This is an optimization exercise on Yosys and OpenROAD, whose aim is small area and a short achievable clock period, not a production implementation.
In this exercise RTL edits were held to simulation tests only and were not proved equivalent to the original.
No activity file was given, so power comes from the tool's default toggle rates.

Design xillybus_apfifo_bridge, start of the top module:
module xillybus_apfifo_bridge #(
   parameter int DATA_W = 128,
   parameter int ADDR_W = 4
) (
   input  logic              bus_clk,
   input  logic              reset,
   input  logic              user_w_write_128_wren,
   input  logic [DATA_W-1:0] user_w_write_128_data,
   output logic              user_w_write_128_full,
   input  logic              user_w_write_128_open,
   input  logic              user_r_read_128_rden,
   output logic [DATA_W-1:0] user_r_read_128_data,
   output logic              user_r_read_128_empty,
   output logic              user_r_read_128_eof,
   input  logic              user_r_read_128_open,
   output logic [DATA_W-1:0] in_dout,
   output logic              in_empty_n,
   input  logic              in_read,
   output logic              in_closed,
   input  logic [DATA_W-1:0] out_din,
   output logic              out_full_n,
   input  logic              out_write,
   input  logic              out_last,
   output logic              overflow
);
   localparam int DEPTH = 1 << ADDR_W;
   localparam int RA    = DEPTH - 1;           
   logic [RA-1:0][DATA_W-1:0] mem_a;
   logic [DATA_W-1:0]         head_a;
   logic [RA-1:0]             wsel_a, rsel_a;   
   logic [ADDR_W:0]           cnt_a;
   logic                      empty_a, one_a, full_a;   
   logic pop_a, push_a, drop_a, ramw_a, ramr_a, head_en_a;
   logic [ADDR_W:0] cnt_a_nxt;
   logic [DATA_W-1:0] ram_q_a;
   assign pop_a     = in_read && !empty_a;
   assign push_a    = user_w_write_128_wren && (!full_a || in_read);
   assign drop_a    = user_w_write_128_wren && full_a && !in_read;
   assign ramw_a    = push_a && !empty_a && !(one_a && in_read);
   assign ramr_a    = in_read && !empty_a && !one_a;
   assign head_en_a = pop_a || (user_w_write_128_wren && empty_a);
   always_comb begin
  ...
Size: about 530 I/O pins.
export LEC_CHECK = 0
export CAP_MARGIN = 20
export CORE_MARGIN = 2
export CORE_UTILIZATION = 40
export SETUP_SLACK_MARGIN = 2.4
export SLEW_MARGIN = 20
create_clock -name core_clock -period 5.0 [get_ports {bus_clk}]
run.sh (not shown) runs the stock make flow with config.mk's settings and CLKGATE_MAP_FILE= SYNTH_SCRIPT=/design/flow/synth_recipe.tcl, a recipe that flattens the netlist after the stock synthesis.
Change:
Settings changed: SETUP_SLACK_MARGIN 2.4 to unset.
The changed run produced a clean layout.
Clock-buffer cell count rose by 14.
Utilization barely changes.
Non-clock buffer count falls by 39.
Combinational power rose by about 2%.
Synthesized cell count is unchanged.
Setup slack loses 0.51 ns.

* * *

The RTL this note starts from:
==> flow/design.v <==
module xillybus_apfifo_bridge #(
   parameter int DATA_W = 128,
   parameter int ADDR_W = 4
) (
   input  logic              bus_clk,
   input  logic              reset,
   input  logic              user_w_write_128_wren,
   input  logic [DATA_W-1:0] user_w_write_128_data,
   output logic              user_w_write_128_full,
   input  logic              user_w_write_128_open,
   input  logic              user_r_read_128_rden,
   output logic [DATA_W-1:0] user_r_read_128_data,
   output logic              user_r_read_128_empty,
   output logic              user_r_read_128_eof,
   input  logic              user_r_read_128_open,
   output logic [DATA_W-1:0] in_dout,
   output logic              in_empty_n,
   input  logic              in_read,
   output logic              in_closed,
   input  logic [DATA_W-1:0] out_din,
   output logic              out_full_n,
   input  logic              out_write,
   input  logic              out_last,
   output logic              overflow
);
   localparam int DEPTH = 1 << ADDR_W;
   localparam int RA    = DEPTH - 1;           
   logic [RA-1:0][DATA_W-1:0] mem_a;
   logic [DATA_W-1:0]         head_a;
   logic [RA-1:0]             wsel_a, rsel_a;   
   logic [DEPTH-1:0]          therm_a;          
   logic                      empty_a_q;        
   logic                      one_a_q, mid_a_q;   
   logic wren, rd_a, empty_a, one_a, full_a, ge2_a;
   logic pop_a, push_a, drop_a, ramw_a;
   logic head_in_a, head_hold_a;
   logic [RA-1:0]     head_ram_a;
   logic [DEPTH-1:0]  therm_a_nxt;
   logic [DATA_W-1:0] head_a_nxt;
   assign wren    = user_w_write_128_wren;
   assign rd_a    = in_read;
   assign empty_a = !therm_a[0];
   assign one_a   = therm_a[0] && !therm_a[1];
   assign ge2_a   = therm_a[1];
   assign full_a  = therm_a[DEPTH-1];
   assign pop_a  = rd_a && !empty_a;
   assign push_a = wren && (!full_a || rd_a);
   assign drop_a = wren && full_a && !rd_a;
   assign ramw_a = wren && (mid_a_q || (one_a_q && !rd_a) || (full_a && rd_a));
   assign head_ram_a  = rsel_a & {RA{rd_a && ge2_a}};
   assign head_in_a   = (rd_a && one_a) || (wren && empty_a);
   assign head_hold_a = !(rd_a && !empty_a) && !(wren && empty_a);
   always_comb begin
      head_a_nxt = ({DATA_W{head_in_a}} & user_w_write_128_data) | ({DATA_W{head_hold_a}} & head_a);
      for (int i = 0; i < RA; i++)
         head_a_nxt = head_a_nxt | ({DATA_W{head_ram_a[i]}} & mem_a[i]);
   end
   always_comb begin
      case ({push_a, pop_a})
         2'b10:   therm_a_nxt = {therm_a[DEPTH-2:0], 1'b1};
         2'b01:   therm_a_nxt = {1'b0, therm_a[DEPTH-1:1]};
         default: therm_a_nxt = therm_a;
      endcase
   end
   always_ff @(posedge bus_clk) begin
      for (int i = 0; i < RA; i++)
         if (ramw_a && wsel_a[i]) mem_a[i] <= user_w_write_128_data;
      head_a <= head_a_nxt;
   end
   always_ff @(posedge bus_clk) begin
      if (reset) begin
         wsel_a    <= RA'(1);
         rsel_a    <= RA'(1);
         therm_a   <= '0;
         empty_a_q <= 1'b1;
         one_a_q   <= 1'b0;
         mid_a_q   <= 1'b0;
      end else begin
         if (ramw_a)           wsel_a <= {wsel_a[RA-2:0], wsel_a[RA-1]};
         if (rd_a && ge2_a)    rsel_a <= {rsel_a[RA-2:0], rsel_a[RA-1]};
         therm_a   <= therm_a_nxt;
         empty_a_q <= !therm_a_nxt[0];
         one_a_q   <= therm_a_nxt[0] && !therm_a_nxt[1];
         mid_a_q   <= therm_a_nxt[1] && !therm_a_nxt[DEPTH-1];
      end
   end
   assign user_w_write_128_full = therm_a[DEPTH-1];
   assign in_dout               = head_a;
   assign in_empty_n            = therm_a[0];
   assign in_closed             = !user_w_write_128_open && empty_a_q;
   typedef enum logic [1:0] {
      RD_CLOSED = 2'd0,
      RD_STREAM = 2'd1,
      RD_DRAIN  = 2'd2,
      RD_EOF    = 2'd3
   } rd_state_t;
   logic [DEPTH-1:0][DATA_W-1:0] mem_b;
   logic [DEPTH-1:0]             wsel_b, rsel_b;
   logic [DEPTH-1:0]             therm_b;     
   logic [DATA_W-1:0]            rd_data_q, rd_data_nxt;
   logic                         empty_q, eof_q, full_n_q;
   logic                         can_push_q, can_drop_q;   
   rd_state_t                    state, state_nxt;
   logic open_b, empty_b, full_b, push_b, pop_b, drop_b, rd_hold;
   logic [DEPTH-1:0] rd_sel;
   logic [DEPTH-1:0] therm_b_nxt;
   assign open_b  = user_r_read_128_open;
   assign empty_b = !therm_b[0];
   assign full_b  = therm_b[DEPTH-1];
   assign pop_b  = open_b && user_r_read_128_rden && !empty_b;
   assign push_b = open_b && out_write && can_push_q;
   assign drop_b = open_b && out_write && can_drop_q;
   always_comb begin
      state_nxt = state;
      case (state)
         RD_CLOSED: state_nxt = RD_STREAM;
         RD_STREAM: if (push_b && out_last) state_nxt = RD_DRAIN;
         RD_DRAIN:  if (empty_b) state_nxt = RD_EOF;
         default:   state_nxt = RD_EOF;
      endcase
      if (!open_b) state_nxt = RD_CLOSED;
   end
   always_comb begin
      case ({push_b, pop_b})
         2'b10:   therm_b_nxt = {therm_b[DEPTH-2:0], 1'b1};
         2'b01:   therm_b_nxt = {1'b0, therm_b[DEPTH-1:1]};
         default: therm_b_nxt = therm_b;
      endcase
      if (!open_b) therm_b_nxt = '0;
   end
   assign rd_sel  = rsel_b & {DEPTH{pop_b && !reset}};
   assign rd_hold = !pop_b && !reset;
   always_comb begin
      rd_data_nxt = {DATA_W{rd_hold}} & rd_data_q;
      for (int i = 0; i < DEPTH; i++)
         rd_data_nxt = rd_data_nxt | ({DATA_W{rd_sel[i]}} & mem_b[i]);
   end
   always_ff @(posedge bus_clk) begin
      for (int i = 0; i < DEPTH; i++)
         if (push_b && wsel_b[i]) mem_b[i] <= out_din;
      rd_data_q <= rd_data_nxt;
   end
   always_ff @(posedge bus_clk) begin
      if (reset || !open_b) begin
         wsel_b <= DEPTH'(1);
         rsel_b <= DEPTH'(1);
      end else begin
         if (push_b) wsel_b <= {wsel_b[DEPTH-2:0], wsel_b[DEPTH-1]};
         if (pop_b)  rsel_b <= {rsel_b[DEPTH-2:0], rsel_b[DEPTH-1]};
      end
   end
   always_ff @(posedge bus_clk) begin
      if (reset) begin
         state    <= RD_CLOSED;
         therm_b  <= '0;
         empty_q  <= 1'b1;
         eof_q    <= 1'b0;
         full_n_q <= 1'b1;
         can_push_q <= 1'b0;
         can_drop_q <= 1'b0;
      end else begin
         state    <= state_nxt;
         therm_b  <= therm_b_nxt;
         empty_q  <= !therm_b_nxt[0];
         eof_q    <= (state_nxt == RD_EOF);
         full_n_q <= (state_nxt == RD_CLOSED) ||
                     ((state_nxt == RD_STREAM) && !therm_b_nxt[DEPTH-1]);
         can_push_q <= (state_nxt == RD_STREAM) && !therm_b_nxt[DEPTH-1];
         can_drop_q <= (state_nxt == RD_STREAM) && therm_b_nxt[DEPTH-1];
      end
   end
   assign user_r_read_128_data  = rd_data_q;
   assign user_r_read_128_empty = empty_q;
   assign user_r_read_128_eof   = eof_q;
   assign out_full_n            = full_n_q;
   always_ff @(posedge bus_clk) begin
      if (reset)                 overflow <= 1'b0;
      else if (drop_a || drop_b) overflow <= 1'b1;
   end
endmodule
Settings: LEC_CHECK=0, CAP_MARGIN=20, CORE_MARGIN=2, CORE_UTILIZATION=60, CTS_CLUSTER_DIAMETER=80, CTS_CLUSTER_SIZE=30, PLACE_DENSITY=0.65, SETUP_SLACK_MARGIN=2.6, SLEW_MARGIN=20, TNS_END_PERCENT=10; clock period 5.0 ns.
standard.sh (not shown) runs the stock make flow with config.mk's settings and CLKGATE_MAP_FILE= SYNTH_SCRIPT=/design/flow/synth_recipe.tcl, a recipe that flattens the netlist after the stock synthesis.
==> flow/flow/run.sh <==
#!/bin/bash
# Standard layout, except that the port buffers that global placement inserts on every
# input and output are buf_2 cells instead of the tool's default choice, and clock tree
# synthesis places its buffers at most 200 um apart.
set -euo pipefail
export BUFFER_PORTS_ARGS="-buffer_cell sky130_fd_sc_hd__buf_2"
export CTS_BUF_DISTANCE=200
bash standard.sh > make_finish.log 2>&1
The starting point went through all stages and came out clean.
Rerun with:
==> flow/flow/run.sh (replaced) <==
#!/bin/bash
# Standard layout, except that the port buffers that global placement inserts on every
# input and output are buf_2 cells instead of the tool's default choice.
set -euo pipefail
export BUFFER_PORTS_ARGS="-buffer_cell sky130_fd_sc_hd__buf_2"
bash standard.sh > make_finish.log 2>&1
- CORE_UTILIZATION: 60 -> 65
- PLACE_DENSITY: 0.65 -> 0.7
- SETUP_SLACK_MARGIN: 2.6 -> 2.7
- TNS_END_PERCENT: 10 -> default
=> Wire length went up by 2.7%; total power went down by 0.82%; sequential power hardly moves; final cell count went down by 0.97%; via count went up by 1.9%; global-route usage went up by 3.6 points; maximum frequency went up by 11%; first-iteration DRC count went up by 16%; flip-flop and latch count is unchanged; non-clock buffer count went up by 101; die area went down by 7.6%.

separate check: timing with driven ports:
The flow's constraints put no driver on any port. The routed layouts listed below were extracted and timed again, unchanged, in two steps. Step 1 sets driving cells, clkbuf_16 on the clock port and buf_2 on the other inputs (assumed; they add their load-dependent delay and slew). Step 2 moves the port delays by t, midway between the first and last clock arrival at a register: inputs arrive t later, outputs are due t later. That takes back most of the time a late clock gives input paths. Slacks: ideal ports / drivers / drivers and shift; pairs: ideal ports / drivers.
| run | shift t [ns] | setup WS [ns] | clock arrival spread, ns | worst data-port slew with drivers (ns) |
|---|---|---|---|---|
| the first run of note 1 | 1.036 | 2.218 / 2.116 / 1.355 | 0.082 / 0.082 | 0.23 |
| the second run of note 1 | 1.052 | 1.709 / 1.675 / 0.733 | 0.079 / 0.079 | 0.24 |
| the first run of note 2 | 0.972 | 2.205 / 2.177 / 1.265 | 0.047 / 0.047 | 0.20 |
| the second run of note 2 | 0.982 | 2.491 / 2.392 / 1.655 | 0.046 / 0.045 | 0.21 |
After both steps setup and hold are still met in every run listed. For the second run of note 1, which loses most, drivers alone change the setup slack by -0.034 ns; drivers and shift together by -0.976 ns.
